Context: an optimization exercise on an open-source flow, tuned for small area and a short achievable clock period. The choices shown serve that exercise and are no tape-out recipe. Only simulation tests tie the RTL to the original design; equivalence was not proved. Power figures rest on the tool's default switching activity, not on a simulated workload.

==> run a <==
Design postadd_top, start of the top module:
module postadd_top (
    input  logic                      clk,
    input  logic                      rstn,
    input  logic [64-1:0]    in_val,
    input  logic [4-1:0]    in_carry,
    input  logic [2:0]                mode1,
    input  logic [2:0]                mode2,
    input  logic [2:0]                mode3,
    input  logic [1:0]                addr2,
    input  logic [1:0]                addr3,
    input  logic [1:0]                outsel,
    output logic [72-1:0]   result
);
export LEC_CHECK = 0
export CAP_MARGIN = 20
export CORE_MARGIN = 2
export CORE_UTILIZATION = 60
export CTS_CLUSTER_DIAMETER = 60
export CTS_CLUSTER_SIZE = 30
export SETUP_SLACK_MARGIN = 4.0
export SLEW_MARGIN = 20
export SYNTH_HIERARCHICAL = 1
export SYNTH_MINIMUM_KEEP_SIZE = 0
create_clock -name core_clock -period 7.0 [get_ports {clk}]
standard.sh (not shown) runs the stock make flow with config.mk's settings and CLKGATE_MAP_FILE= SYNTH_SCRIPT=/design/flow/synth_recipe.tcl, a recipe that flattens the netlist after the stock synthesis.
==> flow/flow/run.sh <==
#!/bin/bash
# The standard layout (standard.sh, unchanged synthesis and steps), except
# that the input and output port buffers are buf_4 cells, which timing repair
# can then size, instead of the delay cells buffer_ports picks by default.
set -euo pipefail
cd "$(dirname "$0")/.."
export BUFFER_PORTS_ARGS="-buffer_cell sky130_fd_sc_hd__buf_4"
bash standard.sh > standard.log 2>&1
==> inputs of run b, as changes to run a <==
--- a/flow/design.v
+++ b/flow/design.v
@@ -283,12 +283,12 @@
     for (genvar l = 0; l < 3; l++) begin : g_dec
         always_comb begin
             case (mode[l])
                 3'd1:    dec[l] = 6'b100100;
                 3'd2:    dec[l] = 6'b100000;
-                3'd3:    dec[l] = 6'b010001;
-                3'd4:    dec[l] = 6'b010010;
+                3'd3:    dec[l] = 6'b110001;
+                3'd4:    dec[l] = 6'b110010;
                 3'd5:    dec[l] = 6'b001001;
                 default: dec[l] = 6'b000000;
             endcase
         end
     end
@@ -319,18 +319,16 @@
         for (int e = 0; e < 4; e++) begin
             g[1] = g[1] | ({SW{a2_oh[e]}} & file2[e]);
             g[2] = g[2] | ({SW{a3_oh[e]}} & file3[e]);
         end
     end
-    logic [RW-1:0] op_w;
-    assign op_w = RW'(op_i);
     for (genvar l = 0; l < 3; l++) begin : g_lane
         logic [RW-1:0] x, xm, gm, p, v;
         logic [NB-1:0] ge, gmb, co;
-        logic x_i, x_ni, x_np, mask_g, cin, inv_o;
-        assign {x_i, x_ni, x_np, mask_g, cin, inv_o} = ctl[l];
-        assign x  = ({RW{x_i}} & op_w) | ({RW{x_ni}} & ~op_w) | ({RW{x_np}} & ~MOD);
+        logic use_i, inv_i, use_p, mask_g, cin, inv_o;
+        assign {use_i, inv_i, use_p, mask_g, cin, inv_o} = ctl[l];
+        assign x  = (({RW{use_i}} & RW'(op_i)) ^ {RW{inv_i}}) | ({RW{use_p}} & ~MOD);
         assign xm = x & {RW{!mask_g}};
         assign gm = g[l][RW-1:0] & {RW{!mask_g}};
         assign ge = g[l][RW +: NB] & {NB{!mask_g}};
         assign gmb = g[l][RW+NB +: NB] & {NB{!mask_g}};
         assign p  = x ^ gm ^ {RW{inv_o}};
@@ -354,24 +352,22 @@
         for (int e = 0; e < 4; e++) begin
             if (rst_q || a2_oh[e]) file2[e] <= n[1];
             if (rst_q || a3_oh[e]) file3[e] <= n[2];
         end
     end
-    logic [SW-1:0] d1_n;                  
     logic [SW-1:0] d1;
     logic [RW-1:0] d2;
     logic [1:0]    t1;
     logic [2:0]    os_en;
     logic          z2;
     logic [1:0]    dl [NB];               
     assign os_en = os_oh & {3{rstn}};
-    assign d1    = ~d1_n;
     for (genvar j = 0; j < NB; j++) begin : g_dl
         assign dl[j] = {1'b0, d1[RW + j]} - {1'b0, d1[RW + NB + j]};
     end
     always_ff @(posedge clk) begin
-        d1_n <= ~(({SW{os_en[0]}} & n[0]) | ({SW{os_en[1]}} & n[1]) | ({SW{os_en[2]}} & n[2]));
+        d1 <= ({SW{os_en[0]}} & n[0]) | ({SW{os_en[1]}} & n[1]) | ({SW{os_en[2]}} & n[2]);
         d2[0 +: LW]              <= d1[0 +: LW];
         {t1, d2[LW +: LW]}       <= {2'b0, d1[LW +: LW]} + {{LW{dl[0][1]}}, dl[0]};
         d2[2*LW +: LW]           <= d1[2*LW +: LW] + {{(LW-2){dl[1][1]}}, dl[1]};
         z2 <= !rstn;
         if (!rstn || z2) begin
CORE_UTILIZATION = 70   (was 60)
==> comparison table <==
| item | run b | run a |
|---|---|---|
| Placed cell count | 6,977 | 6,900 |
| Buffering stage count on the worst path with inverters included | 3 | 1 |
| Run status | complete, no violations | complete, no violations |
| Die X | 290 um | 312 um |
| Clock group | 4.86 mW | 4.99 mW |
| Post-cts repair resize count | 149 | 204 |
| Multi-input gate area in the final layout | 30,200 um^2 | 29,500 um^2 |
| Critical path peak fanout | 6 | 4 |
| Clock tree skew after final layout | 41.8 ps | 38.4 ps |
| Area of the die | 84,200 um^2 | 97,400 um^2 |
| Worst vdd rail ir drop | 0.208 mV | 0.241 mV |
| Total length of routed met2 wires | 77,200 um | 77,400 um |
| Switching fraction of total power | 31.9% | 31.6% |
| CP max stage cell | sky130_fd_sc_hd__dfxtp_4 | sky130_fd_sc_hd__dfxtp_1 |
| Stages on worst setup path | 15 | 13 |
| Reg2reg setup slack | 3860 ps | 3960 ps |


==> inputs of v22 <==
Another version of the RTL of postadd_top (not shown whole).
make LEC_CHECK=0 CAP_MARGIN=20 CORE_MARGIN=2 CORE_UTILIZATION=60 SETUP_SLACK_MARGIN=3.3 SLEW_MARGIN=20 SYNTH_HIERARCHICAL=1 SYNTH_MINIMUM_KEEP_SIZE=0 finish   # period 7.0 ns
run.sh (not shown) runs the stock make flow with config.mk's settings and CLKGATE_MAP_FILE= SYNTH_SCRIPT=/design/flow/synth_recipe.tcl, a recipe that flattens the netlist after the stock synthesis.
Stock flow here: none of the scripts above is used.
==> inputs of v8, as changes to v22 <==
--- a/flow/design.v
+++ b/flow/design.v
@@ -9,32 +9,39 @@
         OP_LOAD         = 3'b001,
         OP_ADD          = 3'b010,
         OP_IN_MINUS_REG = 3'b011,
         OP_REG_MINUS_IN = 3'b100,
         OP_P_MINUS_REG  = 3'b101
     } acc_op_t;
 endpackage
 `timescale 1ns/10ps
+module pa_xor (input logic a, input logic b, output logic y);
+  assign y = a ^ b;
+endmodule
+module pa_gen (input logic x, input logic xm, input logic nm, input logic g, output logic gb, output logic tb);
+  assign gb = ~(xm & g);
+  assign tb = ~(x | (g & nm));
+endmodule
 module pa_aoi (input logic gh, input logic th, input logic gl, output logic y);
   assign y = ~(gh | (th & gl));
 endmodule
 module pa_oai (input logic gh, input logic th, input logic gl, output logic y);
   assign y = ~(gh & (th | gl));
 endmodule
 module pa_nand (input logic a, input logic b, output logic y);
   assign y = ~(a & b);
 endmodule
 module pa_nor (input logic a, input logic b, output logic y);
   assign y = ~(a | b);
 endmodule
 module pa_inv (input logic a, output logic y);
   assign y = ~a;
 endmodule
-module padd (input logic [71:0] gb, input logic [71:0] tb, input logic ci, output logic [71:0] c);
+module padd (input logic [71:0] gb, input logic [71:0] tb, input logic ci, input logic [71:0] pp, output logic [71:0] s);
   logic [72:0] g0, t0;
   assign g0 = {gb, ~ci};
   assign t0 = {tb, 1'b1};
   logic gn0;
   pa_oai u_gn0 (.gh(g0[1]), .th(t0[1]), .gl(g0[0]), .y(gn0));
   logic gn1;
   logic tn2;
   pa_oai u_gn1 (.gh(g0[3]), .th(t0[3]), .gl(g0[2]), .y(gn1));
@@ -476,16 +483,17 @@
   logic iv220;
   pa_inv u_iv220 (.a(gn152), .y(iv220));
   logic gn221;
   pa_oai u_gn221 (.gh(g0[68]), .th(t0[68]), .gl(iv220), .y(gn221));
   logic gn222;
   pa_oai u_gn222 (.gh(g0[70]), .th(t0[70]), .gl(gn175), .y(gn222));
   logic gn223;
   pa_oai u_gn223 (.gh(g0[72]), .th(t0[72]), .gl(gn141), .y(gn223));
+  logic [71:0] c;
   assign c[0] = ~g0[0];
   assign c[1] = gn0;
   assign c[2] = gn177;
   assign c[3] = ~gn71;
   assign c[4] = gn178;
   assign c[5] = ~gn154;
   assign c[6] = gn179;
   assign c[7] = gn106;
@@ -548,16 +556,19 @@
   assign c[64] = gn218;
   assign c[65] = ~gn174;
   assign c[66] = gn219;
   assign c[67] = gn152;
   assign c[68] = gn221;
   assign c[69] = ~gn175;
   assign c[70] = gn222;
   assign c[71] = ~gn141;
+  for (genvar i = 0; i < 72; i++) begin : g_s
+    pa_xor u_s (.a(pp[i]), .b(c[i]), .y(s[i]));
+  end
 endmodule
 `timescale 1ns/10ps
 `timescale 1ns/10ps
 `timescale 1ns/10ps
 `timescale 1ns/10ps
 module postadd_top (
     input  logic                      clk,
     input  logic                      rstn,
@@ -638,25 +649,28 @@
         g[1] = '0;
         g[2] = '0;
         for (int e = 0; e < 4; e++) begin
             g[1] = g[1] | ({RW{a2_oh[e]}} & file2[e]);
             g[2] = g[2] | ({RW{a3_oh[e]}} & file3[e]);
         end
     end
     for (genvar l = 0; l < 3; l++) begin : g_lane
-        logic [RW-1:0] x, xm, gm, p, c;
+        logic [RW-1:0] x, xm, gm, p;
         logic use_i, inv_i, use_p, mask_g, cin, inv_o;
         assign {use_i, inv_i, use_p, mask_g, cin, inv_o} = ctl[l];
         assign x  = (({RW{use_i}} & RW'(op_i)) ^ {RW{inv_i}}) | ({RW{use_p}} & ~MOD);
         assign xm = x & {RW{!mask_g}};
         assign gm = g[l] & {RW{!mask_g}};
-        assign p  = x ^ gm;
-        padd i_pfx (.gb(~(xm & g[l])), .tb(~(x | gm)), .ci(cin), .c(c));
-        assign n[l] = p ^ c ^ {RW{inv_o}};
+        logic [RW-1:0] gb, tb;
+        assign p  = x ^ gm ^ {RW{inv_o}};
+        for (genvar i = 0; i < RW; i++) begin : g_gen
+            pa_gen u_gen (.x(x[i]), .xm(xm[i]), .nm(!mask_g), .g(g[l][i]), .gb(gb[i]), .tb(tb[i]));
+        end
+        padd i_pfx (.gb(gb), .tb(tb), .ci(cin), .pp(p), .s(n[l]));
     end
     always_ff @(posedge clk) begin
         reg1 <= n[0];
         for (int e = 0; e < 4; e++) begin
             if (rst_q || a2_oh[e]) file2[e] <= n[1];
             if (rst_q || a3_oh[e]) file3[e] <= n[2];
         end
     end
==> flow/config.mk (replaced) <==
export PLATFORM = sky130hd
export DESIGN_NAME = postadd_top
export DESIGN_NICKNAME = postadd_top
export VERILOG_FILES = /design/flow/design.v
export SDC_FILE = /design/flow/constraint.sdc
export NUM_CORES = 4
export LEC_CHECK = 0
export CAP_MARGIN = 20
export CORE_MARGIN = 2
export CORE_UTILIZATION = 60
export CTS_BUF_LIST = sky130_fd_sc_hd__clkbuf_4
export SETUP_SLACK_MARGIN = 3.6
export SLEW_MARGIN = 20
export SYNTH_HIERARCHICAL = 1
export SYNTH_MINIMUM_KEEP_SIZE = 0
==> summary.txt <==
v8 produced a clean layout. v22 finished clean. First-iteration DRC count: v22 is lower than v8 (14%). Final area: v8 is larger than v22 (5.1%). In v8 the sequential share of layout area is lower than in v22, by 2.1 points. In v22 the maximum frequency is smaller than in v8, by about 4.5%. Between v8 and v22, the lower combinational power is in v22 (gap 12%, measured against v22). Sequential cell count is the same in v22 and v8. Between v8 and v22, the lower wire length is in v22 (gap about 12%, measured against v22). In v8 the synthesized cell count is larger than in v22, by about 15%. Of v8 and v22, v8 has the higher clock skew (gap 0.035 ns).

[static timing again, ports no longer ideal]
In the flow no input, the clock included, has a driving cell. The finished layouts below were timed again as built, in two steps.
Step 1, drivers: a clkbuf_16 drives clk and a buf_2 each remaining input, both assumed.
Step 2 moves the port delays by t, midway between the first and last clock arrival at a register: inputs arrive t later, outputs are due t later. That takes back most of the time a late clock gives input paths.
Slacks: ideal ports / drivers / drivers and shift; pairs: ideal ports / drivers.
| run | t (ns) | setup slack, ns | worst setup path after step 2 | slew at the worst register clock pin (ns) | cell pins on the clock port's net |
|---|---|---|---|---|---|
| run a | 0.766 | 3.958 / 3.958 / 3.252 | input to register | 0.10 / 0.10 | 1 |
| run b | 0.724 | 3.857 / 3.857 / 3.240 | input to register | 0.11 / 0.11 | 1 |
| v22 | 0.713 | 3.205 / 3.205 / 2.566 | input to register | 0.06 / 0.06 | 1 |
| v8 | 1.208 | 3.376 / 3.376 / 2.460 | input to register | 0.09 / 0.09 | 1 |
After both steps every run listed still meets setup and hold. For v8, which loses most, drivers alone change the setup slack by 0.000 ns; drivers and shift together by -0.916 ns.
